What follows belongs to an exercise in optimizing a design on an open flow for small area, a short achievable clock period and few clock cycles per item; a production flow would make more cautious choices.
In this exercise RTL edits were held to simulation tests only and were not proved equivalent to the original.
Power and IR drop assume default switching activity.

== violet ==
==> flow/design.v (excerpt) <==
module keyed_status_table (
	input  logic           clk,
	input  logic           arst_n,
	input  logic           req_valid,
	output logic           req_ready,
	input  logic           req_func,
	input  logic [63:0]    req_key,
	input  logic           req_online,
	input  logic [31:0]    req_ip_addr,
	input  logic [15:0]    req_port_num,
	output logic           rsp_valid,
	input  logic           rsp_ready,
	output logic [1:0]     rsp_result_code,
	output logic [31:0]    rsp_found_ip,
	output logic [15:0]    rsp_found_port,
	output logic           rsp_found_online
);
For scale: about 6200 cells after synthesis, about 2000 flip-flops, about 170 I/O pins, ~70000 um^2 of cells after synthesis.
export LEC_CHECK = 0
export CAP_MARGIN = 20
export CORE_MARGIN = 2
export CORE_UTILIZATION = 48
export CTS_CLUSTER_DIAMETER = 80
export CTS_CLUSTER_SIZE = 25
export SETUP_SLACK_MARGIN = 1.6
export SLEW_MARGIN = 20
create_clock -name core_clock -period 4.0 [get_ports {clk}]
run.sh (not shown) runs the stock make flow with config.mk's settings and CLKGATE_MAP_FILE= SYNTH_SCRIPT=/design/flow/synth_recipe.tcl, a recipe that flattens the netlist after the stock synthesis.
violet finished every step from synthesis to the final layout, and the layout passed the timing, design-rule and antenna checks.
Testbench counts of violet, summed over its fixed seeds: cycles 8,178, requests 8,000.
The inputs of harbor differ from those of violet as listed below.
diff --git a/flow/config.mk b/flow/config.mk
--- a/flow/config.mk
+++ b/flow/config.mk
@@ -10 +10 @@
-export CORE_UTILIZATION = 48
+export CORE_UTILIZATION = 44
@@ -13 +13 @@
-export SETUP_SLACK_MARGIN = 1.6
+export SETUP_SLACK_MARGIN = 1.9
Notes after the runs:
Non-clock buffer count delta for harbor relative to violet: 55% higher. Row routed wire length: harbor higher / violet lower. Against violet, die height in harbor rose by a few percent. harbor: all stages complete, timing, DRC and antenna checks passed. Final cell area: harbor above violet. Against violet as the reference, harbor delivers a lower sequential share of layout area. Taking violet as the reference point, the critical path depth of harbor rises by 2. Between harbor and violet, it is harbor whose worst ir drop on vdd is higher, by about 14%. Compare violet and harbor | transition time at the pin with the least slew margin higher: harbor.
Relative to harbor, the following input files were edited for sierra:
diff --git a/flow/config.mk b/flow/config.mk
--- a/flow/config.mk
+++ b/flow/config.mk
@@ -10 +10 @@
-export CORE_UTILIZATION = 44
+export CORE_UTILIZATION = 48
@@ -13 +13 @@
-export SETUP_SLACK_MARGIN = 1.9
+export SETUP_SLACK_MARGIN = 1.8
==> comparison <==
Compared with harbor, sierra is more frugal on power.
sierra vs harbor — sequential power dropped about 1%.
sierra improves on harbor in die area.
[diff] pre-CTS setup slack, sierra relative to harbor: improvement
Changes observed in sierra relative to harbor: routed metal-1 wirelength saw a decrease; worst-case setup margin in the final layout saw an increase.

========
The RTL this note starts from:
==> flow/design.v <==
package kst_pkg;
	localparam int ENTRIES  = 16;
	localparam int KEY_BITS = 64;
	localparam int IDX_W    = $clog2(ENTRIES);
	localparam int CNT_W    = $clog2(ENTRIES + 1);
	typedef enum logic {
		FUNC_SET    = 1'b0,
		FUNC_LOOKUP = 1'b1
	} func_t;
	typedef enum logic [1:0] {
		RC_OK        = 2'd0,
		RC_FULL      = 2'd1,
		RC_NOT_FOUND = 2'd2
	} code_t;
	typedef struct packed {
		logic [KEY_BITS-1:0] key;
		logic [31:0]         addr;
		logic [15:0]         port;
		logic                flag;
	} entry_t;
endpackage
module keyed_status_table (
	input  logic           clk,
	input  logic           arst_n,
	input  logic           req_valid,
	output logic           req_ready,
	input  logic           req_func,
	input  logic [63:0]    req_key,
	input  logic           req_online,
	input  logic [31:0]    req_ip_addr,
	input  logic [15:0]    req_port_num,
	output logic           rsp_valid,
	input  logic           rsp_ready,
	output logic [1:0]     rsp_result_code,
	output logic [31:0]    rsp_found_ip,
	output logic [15:0]    rsp_found_port,
	output logic           rsp_found_online
);
	localparam int N  = kst_pkg::ENTRIES;
	localparam int KW = kst_pkg::KEY_BITS;
	localparam int RW = 32 + 16 + 1;           
	localparam int H  = N / 2;                 
	logic              a_vld;
	logic              a_func;
	logic [KW-1:0]     a_key;
	logic [RW-1:0]     a_rec;
	logic [N-1:0]      a_hv;                    
	logic [N-1:0]      v_q;
	logic [KW-1:0]     k_q [N];
	logic [RW-1:0]     d_q [N];                 
	logic [N-1:0]      d_wr;
	logic              o_vld, s_vld;
	logic [1:0]        o_code, s_code;
	logic [RW-1:0]     o_rec;
	logic [N-1:0]      s_hv;
	logic [N-1:0]      a_rd;                    
	logic [N-1:0]      rd_hv;
	logic              rdy_q;
	logic [N-1:0]      i_hv;
	logic              i_fwd;
	logic              full;
	logic              a_set;
	logic              a_hit;
	logic              a_ins0, a_insh;
	logic              a_wait;
	logic              a_move;
	logic              a_load;
	logic              o_load;
	logic [1:0]        new_code;
	logic [RW-1:0]     new_rec;
	logic [N-1:0]      v_n;
	logic              full_n, a_vld_n, a_wait_n, s_vld_n;
	always_comb begin
		for (int p = 0; p < N; p++)
			i_hv[(p + 1) % N] = v_q[p] && (k_q[p] == req_key);
		i_fwd   = a_key == req_key;
		i_hv[0] = i_hv[0] || (a_ins0 && i_fwd);
		i_hv[H] = i_hv[H] || (a_insh && i_fwd);
	end
	assign full    = &v_q;
	assign a_set   = a_vld && (a_func == kst_pkg::FUNC_SET);
	assign a_hit   = |a_hv;
	assign a_ins0  = a_set && !a_hit && !v_q[N-1];
	assign a_insh  = a_set && !a_hit && v_q[N-1] && !v_q[H-1];
	assign a_wait  = a_set && !a_hit && !full && v_q[N-1] && v_q[H-1];
	assign a_move  = a_vld && !a_wait && (!s_vld || rsp_ready);
	assign a_load  = !a_vld || a_move;
	assign o_load  = !o_vld || rsp_ready;
	assign a_rd  = a_hv & {N{a_func == kst_pkg::FUNC_LOOKUP}};
	assign rd_hv = s_vld ? s_hv : a_rd;
	always_comb begin
		new_rec = '0;
		for (int p = 0; p < N; p++)
			new_rec = new_rec | ((d_q[p] ^ {RW{p % 2 == 1}}) & {RW{rd_hv[p]}});
		if (a_func == kst_pkg::FUNC_LOOKUP)
			new_code = a_hit ? kst_pkg::RC_OK : kst_pkg::RC_NOT_FOUND;
		else
			new_code = (!a_hit && full) ? kst_pkg::RC_FULL : kst_pkg::RC_OK;
	end
	always_ff @(posedge clk or negedge arst_n) begin
		if (!arst_n)
			a_vld <= 1'b0;
		else if (a_load)
			a_vld <= req_valid && req_ready;
	end
	always_ff @(posedge clk) begin
		if (a_load) begin
			a_func <= req_func;
			a_key  <= req_key;
			a_rec  <= {req_ip_addr, req_port_num, req_online};
			a_hv   <= i_hv;
		end else begin
			a_hv   <= {a_hv[N-2:0], a_hv[N-1]} | N'(a_ins0) | (N'(a_insh) << H);
		end
	end
	assign v_n = {v_q[N-2:H], v_q[H-1] || a_insh, v_q[H-2:0], v_q[N-1] || a_ins0};
	always_ff @(posedge clk or negedge arst_n) begin
		if (!arst_n)
			v_q <= '0;
		else
			v_q <= v_n;
	end
	always_comb begin
		for (int p = 0; p < N; p++)
			d_wr[(p + 1) % N] = a_set && a_hv[p] && (!s_vld || rsp_ready);
		d_wr[0] = d_wr[0] || !v_q[N-1];
		d_wr[H] = d_wr[H] || !v_q[H-1];
	end
	always_ff @(posedge clk) begin
		for (int p = 1; p < N; p++)
			k_q[p] <= k_q[p-1];
		k_q[0] <= v_q[N-1] ? k_q[N-1] : a_key;
		k_q[H] <= v_q[H-1] ? k_q[H-1] : a_key;
		for (int p = 0; p < N; p++)
			d_q[p] <= ~(({RW{d_wr[p]}} & ((p % 2 == 1) ? a_rec : ~a_rec))
			          | ({RW{!d_wr[p]}} & d_q[(p + N - 1) % N]));
	end
	always_ff @(posedge clk or negedge arst_n) begin
		if (!arst_n) begin
			o_vld <= 1'b0;
			s_vld <= 1'b0;
		end else begin
			o_vld <= o_load ? (s_vld || a_move) : 1'b1;
			s_vld <= s_vld_n;
		end
	end
	always_ff @(posedge clk) begin
		if (o_load) begin
			o_code <= s_vld ? s_code : new_code;
			o_rec  <= new_rec;
		end
		if (a_move && (s_vld || !o_load)) begin
			s_code <= new_code;
			s_hv   <= {a_rd[N-2:0], a_rd[N-1]};
		end else begin
			s_hv   <= {s_hv[N-2:0], s_hv[N-1]};
		end
	end
	assign full_n   = &v_n;
	assign a_vld_n  = a_load ? (req_valid && req_ready) : a_vld;
	assign a_wait_n = (a_load ? (req_func == kst_pkg::FUNC_SET)
	                          : (a_set && !a_hit && !a_ins0 && !a_insh))
	                  && !full_n && v_n[N-1] && v_n[H-1];
	assign s_vld_n  = o_load ? (s_vld && a_move) : (s_vld || a_move);
	always_ff @(posedge clk or negedge arst_n) begin
		if (!arst_n)
			rdy_q <= 1'b1;
		else
			rdy_q <= !a_vld_n || (!a_wait_n && !s_vld_n);
	end
	assign req_ready        = rdy_q;
	assign rsp_valid        = o_vld;
	assign rsp_result_code  = o_code;
	assign rsp_found_ip     = o_rec[RW-1:17];
	assign rsp_found_port   = o_rec[16:1];
	assign rsp_found_online = o_rec[0];
endmodule
make LEC_CHECK=0 CAP_MARGIN=20 CORE_MARGIN=2 CORE_UTILIZATION=40 CTS_CLUSTER_DIAMETER=80 CTS_CLUSTER_SIZE=25 SETUP_SLACK_MARGIN=1.8 SLEW_MARGIN=20 finish   # period 4.0 ns
The baseline went through all stages and came out clean.
Testbench counts at the start, summed over its fixed seeds: cycles 8,178, requests 8,000.
Next try:
Settings changed: CORE_UTILIZATION 40 to 48, PLACE_DENSITY from default to 0.65.
Cell area came out lower by 0.65%. Clock power went down by about 5%. Routed wire length increases by 11%.
Next try:
Settings changed: CORE_UTILIZATION 48 to 51, PLACE_DENSITY 0.65 to default.
What happened: Worst hold slack gets worse by 0.017 ns; clock-buffer cell count is lower by 10; final area drops by 1.1%; non-clock buffer count drops by 61; clock skew came out higher by 0.0032 ns.

[static timing again, ports no longer ideal]
In the flow no input, the clock included, has a driving cell. The finished layouts below were timed again as built, in two steps.
Step 1 (the two cells are an assumption about what drives the block):
set clk [get_ports {clk}]
set_driving_cell -lib_cell sky130_fd_sc_hd__clkbuf_16 $clk
set_driving_cell -lib_cell sky130_fd_sc_hd__buf_2 [delete_from_list [all_inputs] $clk]
Step 2 moves the port delays by t, midway between the first and last clock arrival at a register: inputs arrive t later, outputs are due t later. That takes back most of the time a late clock gives input paths.
Slacks: no drivers / after step 1 / after step 2; pairs: no drivers / after step 1.
run	t (ns)	setup slack, ns	worst setup path at the end
violet	0.841	1.410 / 1.480 / 0.640	input to register
harbor	0.879	1.438 / 1.438 / 0.730	input to register
sierra	0.855	1.550 / 1.550 / 0.813	input to register
the first run of note 2	0.893	1.492 / 1.492 / 0.893	input to register
the second run of note 2	0.846	1.471 / 1.471 / 0.846	input to register
the third run of note 2	0.832	1.515 / 1.504 / 0.794	input to register
After both steps setup and hold are still met in every run listed. The setup slack of violet, which loses most, moves by +0.070 ns with the drivers and by -0.770 ns with both steps.
